From an optimization exercise on the open Yosys and OpenROAD flow, aimed at small area; shortcuts taken in it are not production practice.
Only simulation tests tie the RTL to the original design; equivalence was not proved. The flow treats the clock pin as an ideal source, which a real chip does not have.

Design pe_rram_bs, start of the top module:
module pe_rram_bs #(
  parameter int ROW   = 36,
  parameter int COL   = 16,
  parameter int XBITS = 4
) (
  input  logic                               i_clk,
  input  logic                               i_rst,
  input  logic [$clog2(ROW)-1:0]             addr_row,
  input  logic [$clog2(COL)-1:0]             addr_col,
  input  logic                               wr_en,
  input  logic                               wr_set,
  input  logic                               wr_rst,
  input  logic                               rd_en,
  output logic                               rd_data,
  output logic                               rd_valid,
  output logic                               cfg_err,
  input  logic [ROW*XBITS-1:0]               xin,
  input  logic                               in_valid,
  output logic                               in_ready,
  output logic [COL*($clog2(ROW+1)+XBITS)-1:0] acc_out,
  output logic                               out_valid,
  input  logic                               out_ready,
  output logic                               busy
);
  localparam int ACC_W = $clog2(ROW + 1) + XBITS;
  localparam int P_W   = (XBITS > 1) ? $clog2(XBITS) : 1;
  localparam int NX    = (XBITS > 1) ? XBITS - 1 : 1;
  localparam bit SH_LO  = (XBITS > 1) && (COL <= ROW);
  localparam bit SH_TOP = SH_LO && (2*COL <= ROW) &&
                          (ROW * ((1 << XBITS) - 2) < (1 << (ACC_W - 1)));
  function automatic logic f_sel(input logic [ROW-1:0] v, input logic [ROW-1:0] h);
    logic [ROW-1:0] t;
    logic g;
    t = v & h;
    f_sel = 1'b0;
    for (int i = 0; i < ROW; i += 3) begin
      g = 1'b0;
      for (int j = i; j < i + 3 && j < ROW; j++) g = g | t[j];
      f_sel = f_sel | g;
    end
  endfunction
  logic                 r_plane;
  logic                 r_done;
  logic [ROW-1:0]       r_cell [COL];
  logic [ROW-1:0]       r_w;             
  logic [ROW-1:0]       r_x [NX];        
  logic [ROW-1:0]       w_x [NX];        
  logic [P_W-1:0]       r_p;
  logic [ACC_W-1:0]     r_acc [COL];     
  logic [ACC_W-1:0]     w_sum [COL];     
  logic [NX-1:0]        w_live;          
  ...
Size in the first run: ~2600 cells after synthesis, about 820 flip-flops, about 330 I/O pins, roughly 0.033 mm^2 of cells after synthesis.
clock: 10.0 ns
lec_check: 0
abc_area: 1
cap_margin: 10
core_margin: 2
core_utilization: 65
place_density: 0.75
slew_margin: 10
standard.sh (not shown) runs the stock make flow with config.mk's settings and CLKGATE_MAP_FILE= SYNTH_SCRIPT=/design/flow/synth_recipe.tcl, a recipe that flattens the netlist after the stock synthesis.
==> flow/flow/run.sh <==
#!/bin/bash
# Standard ORFS layout with these changes:
#  - synthesis is the standard flow's own script, except that ABC maps the logic with
#    flow/area.abc (two rounds of choice computation and area-recovering &nf
#    mapping) instead of ORFS's area script. Flops are mapped before ABC runs,
#    so the registers are exactly the standard synthesis's. Yosys's
#    full/half-adder extraction is skipped (ADDER_MAP_FILE empty) so that ABC
#    maps the accumulators' incrementers together with their clear logic;
#  - the port buffers are the smallest buffer cell;
#  - CTS clusters up to 30 sinks per clkbuf_16 and inserts no dummy loads.
# Each tool's output goes to the ORFS logs under orfs/logs; make's own output
# goes to make.log here.
set -euo pipefail
HERE=$(pwd)
{
  head -n 1 synth_recipe.tcl
  echo "trace add variable ::abc_script write {apply {{n1 n2 op} {set ::abc_script $HERE/flow/area.abc}}}"
  tail -n +2 synth_recipe.tcl
} > my_synth.tcl
CTS="-sink_clustering_enable -repair_clock_nets -dont_use_dummy_load"
CTS="$CTS -buf_list sky130_fd_sc_hd__clkbuf_16 -sink_clustering_size 30 -sink_clustering_max_diameter 100"
bash standard.sh finish \
  "SYNTH_SCRIPT=$HERE/my_synth.tcl" \
  "ADDER_MAP_FILE=" \
  "BUFFER_PORTS_ARGS=-buffer_cell sky130_fd_sc_hd__buf_1" \
  "CTS_ARGS=$CTS" > make.log 2>&1
==> flow/flow/area.abc <==
strash
&get -n
&dch -f
&nf -C 32 -R 2000
&put
strash
&get -n
&dch -f
&nf -C 32 -R 2000
&put
topo
The baseline ran to the end with no violations.
==> next run, changes <==
--- a/flow/flow/run.sh
+++ b/flow/flow/run.sh
@@ -9,3 +9,3 @@
 #  - the port buffers are the smallest buffer cell;
-#  - CTS clusters up to 30 sinks per clkbuf_16 and inserts no dummy loads.
+#  - CTS clusters up to 26 sinks within 80 um per clkbuf_16 and inserts no dummy loads.
 # Each tool's output goes to the ORFS logs under orfs/logs; make's own output
@@ -20,3 +20,3 @@
 CTS="-sink_clustering_enable -repair_clock_nets -dont_use_dummy_load"
-CTS="$CTS -buf_list sky130_fd_sc_hd__clkbuf_16 -sink_clustering_size 30 -sink_clustering_max_diameter 100"
+CTS="$CTS -buf_list sky130_fd_sc_hd__clkbuf_16 -sink_clustering_size 26 -sink_clustering_max_diameter 80"
 bash standard.sh finish \
What happened:
- non-clock buffer count stays the same
- die area does not change
- routed wire length rose by about 0.37%
- worst setup slack is worse by 69 ps
- sequential cell count does not change
- via count barely changes

==> separate check: timing with driven ports <==
Ports are ideal in the flow. The routed layouts listed here were re-timed in OpenROAD. Step 1 assumes that a clkbuf_16 drives the clock port and a buf_2 every other input. Step 2 adds t to the input delays and takes it off the output delays; t is the mean of the earliest and latest rising clock arrival at the registers after step 1. Input paths then give back, and output paths get back, about the clock's delay inside the block. Three values: no drivers, after step 1, after step 2; two values: the first two.
| run | t, ns | setup slack, ns | worst register clock-pin slew, ns |
|---|---|---|---|
| the first run | 0.707 | 0.943 / 0.943 / 0.943 | 0.12 / 0.12 |
| the second run | 0.647 | 0.874 / 0.874 / 0.874 | 0.11 / 0.11 |
After both steps every run listed still meets setup and hold.
